What follows belongs to an exercise in optimizing a design on an open flow for small area, a short achievable clock period and few clock cycles per item; a production flow would make more cautious choices.
In this exercise RTL edits were held to simulation tests only and were not proved equivalent to the original.

## oak
## lms_two_input_neuron_trainer
module lms_two_input_neuron_trainer
(
  input  logic         clk,
  input  logic         rst,
  input  logic         sample_valid,
  output logic         sample_ready,
  input  logic [49:0]  sample,
  output logic         result_valid,
  input  logic         result_ready,
  output logic [104:0] result,
  input  logic         cfg_write,
  input  logic [1:0]   cfg_index,
  input  logic [23:0]  cfg_data
);
clock: 7.5 ns
lec_check: 0
cap_margin: 20
core_margin: 2
core_utilization: 40
slew_margin: 20
run.sh (not shown) runs the stock make flow with config.mk's settings and CLKGATE_MAP_FILE= SYNTH_SCRIPT=/design/flow/synth_recipe.tcl, a recipe that flattens the netlist after the stock synthesis.
Testbench counts of oak, summed over its fixed seeds: cycles 13,626, items 3,200.
Relative to oak, the following input files were edited for pine:
Settings: ABC_AREA newly set to 1; CORE_UTILIZATION changed from 40 to 55; CAP_MARGIN changed from 20 to 5; SETUP_SLACK_MARGIN newly set to 0.7; SLEW_MARGIN changed from 20 to 5.
Sequential portion of the cell area is higher on pine
Looking at worst-case headroom to the max-slew limit, pine sits 0.95 points higher than oak does.
a_r[27] as the capture point of the worst path was reported by pine, and a_r[17] by oak.
In the metrics for oak and pine, the one carrying the higher number of buffers and inverters on the critical path is oak.
Per the comparison of pine with oak, summed area of non-filler cells in the final layout moved down, count of cells along the worst register-to-register path has increased.
Between oak and pine, synthesized-area fraction occupied by ao, oa, aoi and oai cells is lower for pine, oak comes in above that.
Sort oak and pine by tap cell count asc -> top: pine
Going from oak to pine, via-per-instance ratio grew by a few percent.
Of pine and oak, it is pine that has the lower xor and xnor area share after synthesis.
Inputs modified between pine and birch:
Settings: SETUP_SLACK_MARGIN no longer set, was 0.7; CORE_UTILIZATION now 60, was 55; ABC_AREA no longer set, was 1.
Findings:
- Between pine and birch, the flow reports global-route wire length before repair increasing by a few percent.
- pine has lower via-per-instance ratio than birch.
- Comparing pine with birch, the detailed-route via count came out essentially unchanged.
- pine → birch: post-synthesis instance total now sits lower; average size of a mapped cell now sits higher.
- When birch is measured against pine, its highest achievable clock rate turns out 12 MHz lower.
- birch finished every stage; the final checks, however, were not passed, the failures being negative setup slack.
- NOTE multi-input combinational cell count pine->birch decreased by more than 10%
- Clock insertion delay at the later pin of the skew report for birch is higher than for pine.
- Measured against each other, birch and pine differ in total routing usage reported by global routing, the higher figure coming from birch.
Relative to birch, the following input files were edited for maple:
Settings: setting SETUP_SLACK_MARGIN to 0.5 for the first time; setting ABC_AREA to 1 for the first time.
[summary]
- [compare] base=birch new=maple: number of placed instances with taps included climbed 494, instance count of the mapped netlist climbed 656, number of placed I/O pins barely changed.
- Looking at the reports, maple completed the entire flow and the layout it produced met the timing, design-rule and antenna checks.
Edits applied to the flow inputs when going from maple to cedar:
Settings: SETUP_SLACK_MARGIN now 0.4, was 0.5.
Findings:
Comparing cedar with maple, the clock distribution area overhead in the final layout came out essentially unchanged.
Going from maple to cedar, final critical-path share of the clock period saw an increase.
Signed area change from the synthesized netlist to the final layout for cedar is lower than for maple.
Looking only at non-clock buffer count, and setting everything else aside, the higher value of cedar and maple goes to maple.
[compare] base=maple new=cedar: hold slack closely matched the old numbers; total number of vias decreased by 119 relative to the old numbers; overall global routing resource usage closely matched the old numbers.
Between cedar and maple, the difference in number of different library cells in the post-synthesis netlist is negligible.
Summary: worst setup slack, cedar worse than maple

---

## red
lms_two_input_neuron_trainer again, from the RTL that the note above started with.
==> flow/config.mk <==
export PLATFORM = sky130hd
export DESIGN_NAME = lms_two_input_neuron_trainer
export DESIGN_NICKNAME = lms_two_input_neuron_trainer
export VERILOG_FILES = /design/flow/design.v
export SDC_FILE = /design/flow/constraint.sdc
export NUM_CORES = 4
export LEC_CHECK = 0
export ABC_AREA = 1
export CAP_MARGIN = 5
export CORE_MARGIN = 2
export CORE_UTILIZATION = 60
export SETUP_SLACK_MARGIN = 0.6
export SLEW_MARGIN = 5
==> flow/constraint.sdc <==
create_clock -name core_clock -period 7.5 [get_ports {clk}]
set_input_delay 1.5000 -clock core_clock [delete_from_list [all_inputs] [get_ports {clk}]]
set_output_delay 1.5000 -clock core_clock [all_outputs]
set_load 0.01 [all_outputs]
Testbench counts of red, summed over its fixed seeds: cycles 13,626, items 3,200.
#### Input delta (blue over red)
Settings: CORE_UTILIZATION now 50, was 60; SETUP_SLACK_MARGIN now 0.4, was 0.6.
Findings:
red completed end to end with timing, DRC and antenna clean. blue ended with every stage complete and zero timing, DRC or antenna violations. Diff red -> blue: met1 wire length grew by 16%, floorplan die area grew by about 20%, post-route non-filler standard cell count grew by about 4%. On average wire length per cell after detail routing, the higher figure sits with blue, not red.
> inputs changed (blue -> green)
Settings: CORE_UTILIZATION changed from 50 to 60; SETUP_SLACK_MARGIN removed (was 0.4).
## What came out
- The final layout from green, which completed every stage, passed the timing, design-rule and antenna checks at the end of the flow.
- [compare] base=blue new=green: global routing usage on met3 rose by 4.9 points, wire length after detailed routing fell by 8900 um, number of nets still failing antenna checks after routing stayed essentially flat.
- green packs its core more tightly than blue.
Relative to green, the following input files were edited for orange:
Settings: an added SETUP_SLACK_MARGIN of 0.5; an added PLACE_DENSITY of 0.66.
## What came out
Diff green..orange | per-instance average area after synthesis | unchanged
In the tables for green and orange, area of all placed cells without fillers reads lower with green.
Summary of orange over green: worst hold slack was more or less identical.
~same first-pass GRT wire length in green and orange
[compare] base=green new=orange: ratio of cells with drive above 1 in the final layout shows an increase of 4.1 points; final routed wirelength across all metal layers shows an increase of about 1.2%; setup slack shows an increase of 0.38 ns; worst slew slack as a fraction of its limit shows an increase of 5.3 points; core utilization shows an increase of 1.9 points.
Setup changes, orange to purple
Settings: PLACE_DENSITY: 0.66 -> unset; SETUP_SLACK_MARGIN: 0.5 -> 1.0.
==> results.txt <==
Of the two values seen for beginning of the critical path, code_r[6] was produced by orange and code_r[11] by purple.
On share of cell area taken by multi-input logic gates, orange and purple are basically level.
Looking at non-filler instance count after layout, purple sits about 1.8% above orange.
Diff orange -> purple: number of nets in the layout now larger; final area now larger.

---

Setup of P:
Another version of the RTL of lms_two_input_neuron_trainer (not shown whole).
Size: about 350 flip-flops, roughly 190 I/O pins, ~0.034 sq mm of cells after synthesis.
Design lms_two_input_neuron_trainer, start of the top module:
module lms_two_input_neuron_trainer
(
  input  logic         clk,
  input  logic         rst,
  input  logic         sample_valid,
  output logic         sample_ready,
  input  logic [49:0]  sample,
  output logic         result_valid,
  input  logic         result_ready,
  output logic [104:0] result,
  input  logic         cfg_write,
  input  logic [1:0]   cfg_index,
  input  logic [23:0]  cfg_data
);
Settings: LEC_CHECK=0, ABC_AREA=1, CAP_MARGIN=20, CORE_MARGIN=2, CORE_UTILIZATION=40, SLEW_MARGIN=20; clock period 7.5 ns.
Testbench counts of P, summed over its fixed seeds: cycles 13,626, items 3,200.
What Q does differently from P at the input level:
- swapping 20 for 5 in CAP_MARGIN
- swapping 40 for 60 in CORE_UTILIZATION
- putting SETUP_SLACK_MARGIN at 0.4 where nothing was set
- swapping 20 for 5 in SLEW_MARGIN
==> comparison <==
- The run with more setup slack is Q; P has less.
- [compare] base=P new=Q: first-pass GRT wire length has decreased, area enclosed by the die boundary has decreased, share of cells above drive strength 1 has increased.
- Compared to P, the routing of Q uses less wire.
- Q: minimum period implied by the final worst setup slack lower than P
- code_r[18] as the critical path launch point was reported by Q, and code_r[3] by P.

[port drivers added, routing unchanged]
In the flow no input, the clock included, has a driving cell. The finished layouts below were timed again as built, in two steps.
Step 1: set_driving_cell puts a clkbuf_16 on clk and a buf_2 on each other input, an assumption about the parent block.
Step 2 moves the port delays by t, midway between the first and last clock arrival at a register: inputs arrive t later, outputs are due t later. That takes back most of the time a late clock gives input paths.
a / b / c = no drivers / after step 1 / after step 2; a / b = the first two.
run	t (ns)	setup slack, ns	worst setup path at the end
oak	0.647	0.132 / 0.132 / 0.132	register to register
pine	0.637	0.584 / 0.584 / 0.584	register to register
birch	0.653	-0.040 / -0.040 / -0.040	register to register
maple	0.655	0.604 / 0.604 / 0.604	register to register
cedar	0.656	0.485 / 0.485 / 0.485	register to register
red	0.651	0.596 / 0.596 / 0.596	register to register
blue	0.649	0.610 / 0.610 / 0.610	register to register
green	0.651	0.228 / 0.228 / 0.228	register to register
orange	0.655	0.604 / 0.604 / 0.604	register to register
purple	0.639	0.378 / 0.378 / 0.378	register to register
P	0.641	0.228 / 0.228 / 0.228	register to register
Q	0.645	0.421 / 0.421 / 0.421	register to register
